This design comes from an exercise in tuning for small area, a short achievable clock period and few clock cycles per item on the open sky130 flow, not from production work.
No functional check of the RTL was part of this run.
No activity file was given, so power comes from the tool's default toggle rates.

==> flow/design.v <==
`default_nettype none
package fetch_pkg;
	localparam int ADDR_WIDTH = 32;
	localparam int BUS_WIDTH = 64;
	localparam int INSN_WIDTH = 32;
	localparam int INSNS_PER_WORD = BUS_WIDTH / INSN_WIDTH;
	localparam int WORD_LSB = 3;
	localparam int FETCH_LIMIT = 8;
	localparam int LGFIFO = 3;
	localparam int LGDEPTH = LGFIFO + 4;
	typedef logic [ADDR_WIDTH-1:0] addr_t;
	typedef logic [BUS_WIDTH-1:0] bus_word_t;
	typedef logic [INSN_WIDTH-1:0] insn_t;
	typedef logic [LGDEPTH:0] depth_t;
	typedef logic [LGDEPTH-1:0] fill_t;
	typedef enum logic [1:0] {
		RESP_OKAY   = 2'b00,
		RESP_EXOKAY = 2'b01,
		RESP_SLVERR = 2'b10,
		RESP_DECERR = 2'b11
	} axi_resp_e;
endpackage
`default_nettype wire
`default_nettype none
module axil_fetch #(
	parameter int K = 3
) (
	input  logic S_AXI_ACLK,
	input  logic fifo_reset,
	input  logic i_new_pc,
	input  fetch_pkg::addr_t i_pc,
	input  logic i_ready,
	output fetch_pkg::insn_t o_insn,
	output fetch_pkg::addr_t o_pc,
	output logic o_valid,
	output logic o_illegal,
	output logic M_AXI_ARVALID,
	input  logic M_AXI_ARREADY,
	output fetch_pkg::addr_t M_AXI_ARADDR,
	input  logic M_AXI_RVALID,
	output logic M_AXI_RREADY,
	input  fetch_pkg::bus_word_t M_AXI_RDATA,
	input  logic [1:0] M_AXI_RRESP
);
	localparam int CW = $clog2(K + 1);
	logic active;
	logic [31:3] rq_addr;
	logic stale_hold;
	logic arv_ok, arv_spec;
	logic [3:0] inflight, inflight_n;
	logic [3:0] drop, drop_n;
	logic drop_zero, drop_zero_n;
	logic [CW-1:0] used, used_n;
	logic [63:0] buf_data [K];
	logic buf_err [K];
	logic [K-1:0] wr_oh, rd_oh, wr_oh_n, rd_oh_n;
	logic [CW-1:0] fcount, fcount_n;
	logic [K-1:0] wsel;
	logic acc, acc_live, acc_stale, ar_held;
	logic hold_q;
	logic ar_np;
	logic [31:3] ar_w;
	logic keep, fempty, nl, can_take;
	logic take, load, avail, free, pop, push;
	logic o_valid_n, o_illegal_n, spec_n;
	logic room_n, full_n, choke_n;
	logic src_err;
	logic [31:0] lane;
	assign M_AXI_RREADY = 1'b1;
	assign M_AXI_ARADDR = { ar_w, 3'b000 };
	assign fempty = (fcount == 0);
	assign nl = o_pc[2] ^ o_valid;
	assign can_take = o_valid && !o_illegal;
	assign take = can_take && i_ready;
	assign load = !o_valid || take;
	assign keep = M_AXI_RVALID && drop_zero;
	assign avail = !fempty || keep;
	assign free = load && avail && nl;
	assign pop = load && nl && !fempty;
	assign push = keep && !(fempty && load && nl);
	always_comb
	begin
		lane = '0;
		src_err = fempty && M_AXI_RRESP[1];
		if (fempty && !nl)
			lane = lane | M_AXI_RDATA[31:0];
		if (fempty && nl)
			lane = lane | M_AXI_RDATA[63:32];
		for (int i = 0; i < K; i++)
		begin
			if (!fempty && rd_oh[i] && !nl)
				lane = lane | buf_data[i][31:0];
			if (!fempty && rd_oh[i] && nl)
				lane = lane | buf_data[i][63:32];
			if (!fempty && rd_oh[i])
				src_err = src_err | buf_err[i];
		end
	end
	assign ar_np = i_new_pc && !hold_q;
	assign M_AXI_ARVALID = arv_ok || (arv_spec && i_ready) || (ar_np && !inflight[3]);
	assign ar_w = ar_np ? i_pc[31:3] : rq_addr;
	assign acc = M_AXI_ARVALID && M_AXI_ARREADY;
	assign acc_stale = acc && (stale_hold || (i_new_pc && hold_q));
	assign acc_live = acc && !acc_stale;
	assign ar_held = M_AXI_ARVALID && !M_AXI_ARREADY;
	always_ff @(posedge S_AXI_ACLK)
	begin
		if (acc_live)
			rq_addr <= ar_w + 1'b1;
		else if (i_new_pc && !(hold_q && !M_AXI_ARREADY))
			rq_addr <= i_pc[31:3];
		else if (acc_stale)
			rq_addr <= o_pc[31:3];
	end
	logic [3:0] inflight_up, inflight_dn, drop_up, drop_dn;
	logic [CW-1:0] used_up, used_dn, fcount_up, fcount_dn;
	logic [K-1:0] wr_rot, rd_rot;
	logic rv_stale;
	assign inflight_up = inflight + 1'b1;
	assign inflight_dn = inflight - 1'b1;
	assign drop_up = drop + 1'b1;
	assign drop_dn = drop - 1'b1;
	assign used_up = used + 1'b1;
	assign used_dn = used - 1'b1;
	assign fcount_up = fcount + 1'b1;
	assign fcount_dn = fcount - 1'b1;
	assign wr_rot = { wr_oh[K-2:0], wr_oh[K-1] };
	assign rd_rot = { rd_oh[K-2:0], rd_oh[K-1] };
	assign rv_stale = M_AXI_RVALID && !drop_zero;
	always_comb
	begin
		case ({ acc, M_AXI_RVALID })
		2'b10: inflight_n = inflight_up;
		2'b01: inflight_n = inflight_dn;
		default: inflight_n = inflight;
		endcase
		if (i_new_pc)
		begin
			drop_n = inflight_n - 4'(acc_live);
			drop_zero_n = (inflight == 0 && acc_stale == M_AXI_RVALID)
				|| (inflight == 1 && !acc_stale && M_AXI_RVALID);
		end
		else
		begin
			case ({ acc_stale, rv_stale })
			2'b10: drop_n = drop_up;
			2'b01: drop_n = drop_dn;
			default: drop_n = drop;
			endcase
			drop_zero_n = !acc_stale && (drop_zero || (drop == 1 && M_AXI_RVALID));
		end
		case ({ acc_live, free })
		2'b10: used_n = used_up;
		2'b01: used_n = used_dn;
		default: used_n = used;
		endcase
		if (i_new_pc)
			used_n = CW'(acc_live);
		case ({ push, pop })
		2'b10: fcount_n = fcount_up;
		2'b01: fcount_n = fcount_dn;
		default: fcount_n = fcount;
		endcase
		wr_oh_n = push ? wr_rot : wr_oh;
		rd_oh_n = pop ? rd_rot : rd_oh;
		if (i_new_pc)
		begin
			fcount_n = '0;
			wr_oh_n = K'(1);
			rd_oh_n = K'(1);
		end
		if (i_new_pc)
		begin
			o_valid_n = 1'b0;
			o_illegal_n = 1'b0;
		end
		else
		begin
			o_valid_n = load ? avail : o_valid;
			o_illegal_n = load ? (avail && src_err) : o_illegal;
		end
		spec_n = !i_new_pc && (!fempty || keep)
			&& (load ? (!nl && !src_err) : (!o_illegal && nl));
		if (i_new_pc)
		begin
			room_n = 1'b1;
			full_n = 1'b0;
			if (K == 1 && acc_live)
			begin
				room_n = 1'b0;
				full_n = 1'b1;
			end
		end
		else if (acc_live && !free)
		begin
			room_n = (used < CW'(K - 1));
			full_n = (used == CW'(K - 1));
		end
		else if (free && !acc_live)
		begin
			room_n = 1'b1;
			full_n = 1'b0;
		end
		else
		begin
			room_n = (used < CW'(K));
			full_n = (used == CW'(K));
		end
		if (i_new_pc)
		begin
			if (acc_stale && !M_AXI_RVALID)
				choke_n = inflight_up[3];
			else if (!acc_stale && M_AXI_RVALID)
				choke_n = inflight_dn[3];
			else
				choke_n = inflight[3];
		end
		else
		begin
			if (acc_stale && !rv_stale)
				choke_n = drop_up[3];
			else if (!acc_stale && rv_stale)
				choke_n = drop_dn[3];
			else
				choke_n = drop[3];
		end
	end
	always_ff @(posedge S_AXI_ACLK)
	begin
		if (fifo_reset)
		begin
			inflight <= '0;
			drop <= '0;
			drop_zero <= 1'b1;
			used <= '0;
			active <= 1'b0;
			stale_hold <= 1'b0;
			hold_q <= 1'b0;
			arv_ok <= 1'b0;
			arv_spec <= 1'b0;
			wr_oh <= K'(1);
			rd_oh <= K'(1);
			fcount <= '0;
			wsel <= K'(1);
			o_valid <= 1'b0;
			o_illegal <= 1'b0;
		end
		else
		begin
			inflight <= inflight_n;
			drop <= drop_n;
			drop_zero <= drop_zero_n;
			used <= used_n;
			if (i_new_pc)
				active <= 1'b1;
			hold_q <= ar_held;
			if (i_new_pc)
				stale_hold <= hold_q && !M_AXI_ARREADY;
			else if (acc)
				stale_hold <= 1'b0;
			arv_ok <= ar_held || ((active || i_new_pc) && !choke_n && room_n);
			arv_spec <= !ar_held && (active || i_new_pc) && !choke_n && full_n
				&& spec_n;
			wr_oh <= wr_oh_n;
			rd_oh <= rd_oh_n;
			fcount <= fcount_n;
			wsel <= drop_zero_n ? wr_oh_n : '0;
			o_valid <= o_valid_n;
			o_illegal <= o_illegal_n;
		end
	end
	always_ff @(posedge S_AXI_ACLK)
	begin
		for (int i = 0; i < K; i++)
		begin
			if (M_AXI_RVALID && wsel[i])
			begin
				buf_data[i] <= M_AXI_RDATA;
				buf_err[i] <= M_AXI_RRESP[1];
			end
		end
	end
	always_ff @(posedge S_AXI_ACLK)
	begin
		if (load)
			o_insn <= { lane[7:0], lane[15:8], lane[23:16], lane[31:24] };
	end
	always_ff @(posedge S_AXI_ACLK)
	begin
		if (i_new_pc)
			o_pc <= i_pc;
		else if (take)
			o_pc <= { o_pc[31:2] + 1'b1, 2'b00 };
	end
endmodule
`default_nettype wire
==> flow/flow/run.sh <==
#!/bin/bash
set -euo pipefail
bash standard.sh "BUFFER_PORTS_ARGS=-buffer_cell sky130_fd_sc_hd__buf_1" finish > standard_flow.log 2>&1
==> flow/standard.sh <==
#!/bin/bash
# synth_recipe.tcl (not shown) runs the flow's synth.tcl, then flattens the netlist and writes it again
# the make line also repeats each setting of config.mk as NAME=value (left out here)
make -C /OpenROAD-flow-scripts/flow DESIGN_CONFIG=/design/flow/config.mk WORK_HOME=/design/flow/orfs CLKGATE_MAP_FILE= SYNTH_SCRIPT=/design/flow/synth_recipe.tcl "${@:-finish}"
==> flow/config.mk <==
export PLATFORM = sky130hd
export DESIGN_NAME = axil_fetch
export DESIGN_NICKNAME = axil_fetch
export VERILOG_FILES = /design/flow/design.v
export SDC_FILE = /design/flow/constraint.sdc
export NUM_CORES = 4
export LEC_CHECK = 0
export CAP_MARGIN = 20
export CORE_MARGIN = 2
export CORE_UTILIZATION = 40
export CTS_CLUSTER_DIAMETER = 60
export CTS_CLUSTER_SIZE = 30
export SETUP_SLACK_MARGIN = 2.0
export SLEW_MARGIN = 20
==> flow/constraint.sdc <==
create_clock -name core_clock -period 4.0 [get_ports {S_AXI_ACLK}]
set_input_delay 0.8000 -clock core_clock [delete_from_list [all_inputs] [get_ports {S_AXI_ACLK}]]
set_output_delay 0.8000 -clock core_clock [all_outputs]
set_load 0.01 [all_outputs]
==> run summary <==
[stage by stage]
stage	setup slack [ns]	cell area, um2
floorplan	1.167	14960
global placement	0.6295	16130
detailed placement	0.6054	16130
CTS	1.345	19290
global route	1.303	20380
finish	1.348	20390
[logic make-up (layout without fill, tap and decap cells)]
logic type | Yosys count | after routing
compound gates | 230 | 231
xor+xnor | 58 | 58
fa+ha+maj | 17 | 17
buf+inv | 91 | 467
flops | 317 | 317
mux | 93 | 93
other cells | 2 | 6
simple gates | 335 | 339
[registers in the layout, indices dropped and copies added (netlist names), 2 cells and up]
name and count:
buf_data 192, o_insn 32, o_pc 32, rq_addr 29, drop 4, inflight 4, buf_err 3, rd_oh 3
wr_oh 3, wsel 3, fcount 2, used 2
[worst max-delay path, stage by stage (launching register included)]
cell	delay, ns
sky130_fd_sc_hd__dfxtp_4	0.36
sky130_fd_sc_hd__nand2b_4	0.17
sky130_fd_sc_hd__buf_12	0.16
sky130_fd_sc_hd__buf_12	0.13
sky130_fd_sc_hd__mux2_4	0.32
sky130_fd_sc_hd__buf_6	0.13
[cells in the final DEF, fill, tap and decap left out, types with 8 or more instances in the layout]
cell type,n
sky130_fd_sc_hd__a22o_1,8
sky130_fd_sc_hd__nand2_1,120
sky130_fd_sc_hd__inv_2,9
sky130_fd_sc_hd__ha_1,8
sky130_fd_sc_hd__and3_4,12
sky130_fd_sc_hd__mux2i_4,12
sky130_fd_sc_hd__a221oi_2,19
sky130_fd_sc_hd__xor2_1,22
sky130_fd_sc_hd__mux2_2,30
sky130_fd_sc_hd__nand4_1,12
sky130_fd_sc_hd__edfxtp_1,288
sky130_fd_sc_hd__xnor2_1,30
sky130_fd_sc_hd__a22oi_2,30
sky130_fd_sc_hd__nand3_1,61
sky130_fd_sc_hd__buf_12,19
sky130_fd_sc_hd__buf_6,68
sky130_fd_sc_hd__clkbuf_16,32
sky130_fd_sc_hd__nor2_4,8
sky130_fd_sc_hd__and3_1,14
sky130_fd_sc_hd__nand3_2,9
sky130_fd_sc_hd__nor3_4,8
sky130_fd_sc_hd__a221oi_1,11
sky130_fd_sc_hd__buf_4,117
sky130_fd_sc_hd__dfxtp_1,25
sky130_fd_sc_hd__buf_16,8
sky130_fd_sc_hd__a22oi_1,18
sky130_fd_sc_hd__ha_4,8
sky130_fd_sc_hd__mux2_4,22
sky130_fd_sc_hd__mux2i_1,26
sky130_fd_sc_hd__nor2_1,29
sky130_fd_sc_hd__a21oi_1,41
sky130_fd_sc_hd__o21ai_0,30
sky130_fd_sc_hd__inv_1,12
sky130_fd_sc_hd__buf_1,161
sky130_fd_sc_hd__nor3_1,8
sky130_fd_sc_hd__o21ai_1,19
[cell type report]
class	instances	area [um2]	area share [%]
Tap cell	461	576.8	2.829
Clock buffer	30	729.5	3.578
Clock inverter	24	324.1	1.590
Inverter	24	117.6	0.5769
Timing Repair Buffer	389	3064	15.03
Sequential cell	317	9239	45.32
Antenna cell	2	5.005	0.02455
Multi-Input combinational cell	742	6331	31.05
[worst min path at each step]
stage,from,to,slack [ns],cells past startpoint
6_report,active$_SDFFE_PP0P_,active$_SDFFE_PP0P_,0.47,2
5_1_grt,M_AXI_RDATA[39],buf_data[0][39]$_DFFE_PP_,0.48,1
4_1_cts,M_AXI_RRESP[1],buf_err[0]$_DFFE_PP_,0.46,1
3_5_place_dp,active$_SDFFE_PP0P_,active$_SDFFE_PP0P_,0.46,2
3_3_place_gp,active$_SDFFE_PP0P_,active$_SDFFE_PP0P_,0.45,2
2_1_floorplan,active$_SDFFE_PP0P_,active$_SDFFE_PP0P_,0.43,2
[timing repair]
item	in CTS	in global routing
endpoints found under the setup margin	203	168
gates resized for setup	224	157
buffers inserted	115	38
pin swaps	52	77
cloned	15	3
[power by group]
group	total (mW)	switching [mW]	internal [mW]	leakage, nW
clock	3.05	1.51	1.53	0.514
sequential	4.01	0.129	3.88	2.98
combinational	1.80	0.963	0.842	3.90
[layer usage]
metal | share of wire [%] | vias up | GRT usage (%)
met1 | 39 | 5548 | 27.55
met3 | 7.9 | 94 | 5.535
met4 | 3.0 | 4 | 6.192
met5 | 0.038 | - | 0
met2 | 50 | 414 | 38.60
li1 | - | 5141 | -
==> tab_implementation.tex <==
\begin{tabular}{lr}
\hline
Metric & Value \\
\hline
\multicolumn{2}{l}{\textbf{Status}} \\
\quad Outcome & finished clean \\
\multicolumn{2}{l}{\textbf{Synthesis}} \\
\quad Share of synthesized cell area in and, or, nand and nor gates & 11.49\% \\
\quad Synth Warn \# & 3 \\
\quad Share of the synthesized area in the top cell type & 59.30\% \\
\quad Number of enable flip-flop cells after synthesis & 288 \\
\quad Fraction of registers with async set/reset & 0\% \\
\quad Most numerous cell types in the synthesized netlist & sky130\_fd\_sc\_hd\_\_edfxtp\_1, sky130\_fd\_sc\_hd\_\_nand2\_1, sky130\_fd\_sc\_hd\_\_nand3\_1 \\
\quad Mean Syn Cell Area & 12.76 um2 \\
\quad Primary flip-flop cell chosen by synthesis mapping & sky130\_fd\_sc\_hd\_\_edfxtp\_1 \\
\quad Flop and latch count out of synthesis & 317 \\
\quad Synth area leaders & sky130\_fd\_sc\_hd\_\_edfxtp\_1, sky130\_fd\_sc\_hd\_\_mux2\_2, sky130\_fd\_sc\_hd\_\_dfxtp\_1, sky130\_fd\_sc\_hd\_\_nand2\_1, sky130\_fd\_sc\_hd\_\_mux2i\_1 \\
\quad Area of the mapped netlist & 14,580 um2 \\
\quad Library cells used by synthesis & 62 \\
\quad Cells after synthesis & 1,143 \\
\quad Share of the synthesized area in compound gates (AO/OA/AOI/OAI) & 10.72\% \\
\quad Combinational family with the most area after synthesis & simple AND/OR/NAND/NOR gates \\
\quad Most used standard cell by instance count after synthesis & sky130\_fd\_sc\_hd\_\_edfxtp\_1 \\
\quad Portion of the post-synthesis area used by sequential elements & 63.28\% \\
\quad Multiplexer share of the synthesized area & 6.881\% \\
\quad Adder and majority gate portion of the synthesized area & 1.458\% \\
\quad Post-Synth XOR/XNOR Area & 3.483\% \\
\quad Cell type with the highest aggregate area in the netlist & sky130\_fd\_sc\_hd\_\_edfxtp\_1 \\
\multicolumn{2}{l}{\textbf{Die}} \\
\quad Chip Height & 194.9 um \\
\quad Standard cell core area & 35,740 um2 \\
\quad Floorplan die area & 38,000 um2 \\
\quad Initial cell density of the core & 40.80\% \\
\quad Ports & 204 \\
\quad Standard-cell rows & 69 \\
\quad Chip Width & 194.9 um \\
\multicolumn{2}{l}{\textbf{Clocking}} \\
\quad Number of H-tree levels & 1 \\
\quad Clock input transition at the sequential cells of the worst setup and hold paths & 0.07 ns \\
\quad Longest Clk Path Bufs & 3 \\
\quad Clock tree from TritonCTS & built \\
\quad Root buffer selected by CTS & sky130\_fd\_sc\_hd\_\_clkbuf\_16 \\
\quad Num CTS Buffers & 29 \\
\quad Clock sink count & 317 \\
\quad Number of buffers inserted for hold repair after clock tree synthesis & 0 \\
\quad Worst-skew pair later-pin latency & 0.58 ns \\
\multicolumn{2}{l}{\textbf{Final layout}} \\
\quad Number of fill cells in the layout & 2,872 \\
\quad Post-route insts no fill & 1,989 \\
\quad Nets@finish & 1,624 \\
\quad Final core utilization & 57.04\% \\
\quad Share of post-route cells with drive strength above 1 & 34.08\% \\
\quad Synthesis-to-layout area growth & 39.79\% \\
\multicolumn{2}{l}{\textbf{Placed design}} \\
\quad Routability-driven placement congestion ratio & 0.8046 \\
\quad Post-DP HPWL & 24.32 mm \\
\quad Placed Cells & 1,762 \\
\quad Input/output buffers & 198 \\
\multicolumn{2}{l}{\textbf{Global route}} \\
\quad Pin count of the biggest net entering global routing & 66 \\
\quad Total routing resource utilization after global routing & 22.24\% \\
\quad Antenna violations before repair & 3 \\
\quad Overall overflow remaining after global route & 0 \\
\quad Via count of the first global-routing pass & 11,239 \\
\quad First-pass GRT wire length & 65.78 mm \\
\multicolumn{2}{l}{\textbf{Min path}} \\
\quad Classification of the worst-slack hold path & reg -> reg \\
\multicolumn{2}{l}{\textbf{Worst setup path}} \\
\quad End of the worst register-to-register path & rq\_addr[31]\$\_DFFE\_PP\_ \\
\quad Required time worst endpoint & 3.20 ns \\
\quad Reg2Reg Depth & 11 \\
\quad Start point of the critical path & hold\_q\$\_SDFF\_PP0\_ \\
\quad Worst-case register-to-register setup slack & 1.40 ns \\
\quad Critical Path AT & 1.85 ns \\
\quad Critical path endpoint category & output port \\
\quad Startpoint of the worst register-to-register path & hold\_q\$\_SDFF\_PP0\_ \\
\quad Critical Path Sink & M\_AXI\_ARADDR[18] \\
\quad Critical path fanouts, max & 8 \\
\quad CP startpoint kind & flip-flop \\
\quad WS Path Type & reg -> out \\
\multicolumn{2}{l}{\textbf{Drt}} \\
\quad Violation count after the first detailed-route iteration & 759 \\
\quad DRC violation count after routing & 0 \\
\quad Post-route antenna net violation count & 0 \\
\quad Per-cell via count in the routed design & 5.631 \\
\quad Routed wire length & 44.42 mm \\
\quad Routed wire length per instance & 22.33 um \\
\quad Routed vias & 11,201 \\
\quad Number of search-and-repair iterations in the first detailed-routing pass & 5 \\
\multicolumn{2}{l}{\textbf{Job}} \\
\quad Max Cap Viol & 0 \\
\multicolumn{2}{l}{\textbf{STA}} \\
\quad Setup-violating endpoint count in the final report & 0 \\
\quad Post-route setup TNS & 0 ns \\
\quad WHS & 0.4743 ns \\
\quad Normalized max-slew margin & 30.64\% \\
\quad Setup repair after global routing missed its margin & true \\
\quad Post-route clock period utilization & 66.29\% \\
\quad Maximum clock skew at final layout & 0.01479 ns \\
\quad Clock period minus final worst setup slack & 2.652 ns \\
\quad Max-slew violation count & 0 \\
\quad Max Freq & 377.1 MHz \\
\quad Worst slew pin tran & 1.040 ns \\
\quad Hold Fails Final Rpt & 0 \\
\multicolumn{2}{l}{\textbf{Power and ir drop}} \\
\quad Power per Cell Area & 434.7 nW/um2 \\
\quad VDD IR-drop max & 0.3911 mV \\
\quad Leakage power total & 7.390 nW \\
\quad Final total power & 8.863 mW \\
\hline
\end{tabular}

afterwards: timing with drivers on the ports:
The results above use ideal ports. As a check the final layout listed here was re-extracted and re-timed, cells and wires unchanged.
Step 1 (the two cells are an assumption about what drives the block):
set clk [get_ports {S_AXI_ACLK}]
set_driving_cell -lib_cell sky130_fd_sc_hd__clkbuf_16 $clk
set_driving_cell -lib_cell sky130_fd_sc_hd__buf_2 [delete_from_list [all_inputs] $clk]
Step 2 also shifts input and output timing later by t, the mid clock arrival at the registers, as if the neighbouring blocks saw the same clock.
Slacks: ideal / step 1 / step 2; pairs: ideal / step 1.
shift t [ns]: 0.620
setup slack, ns: 1.348 / 1.300 / 0.908
worst setup path at the end: input to register
slew at the worst register clock pin (ns): 0.09 / 0.09
pins driven straight from the clock port: 1
After both steps setup and hold are still met in this run. For this run, drivers alone change the setup slack by -0.048 ns; drivers and shift together by -0.440 ns.
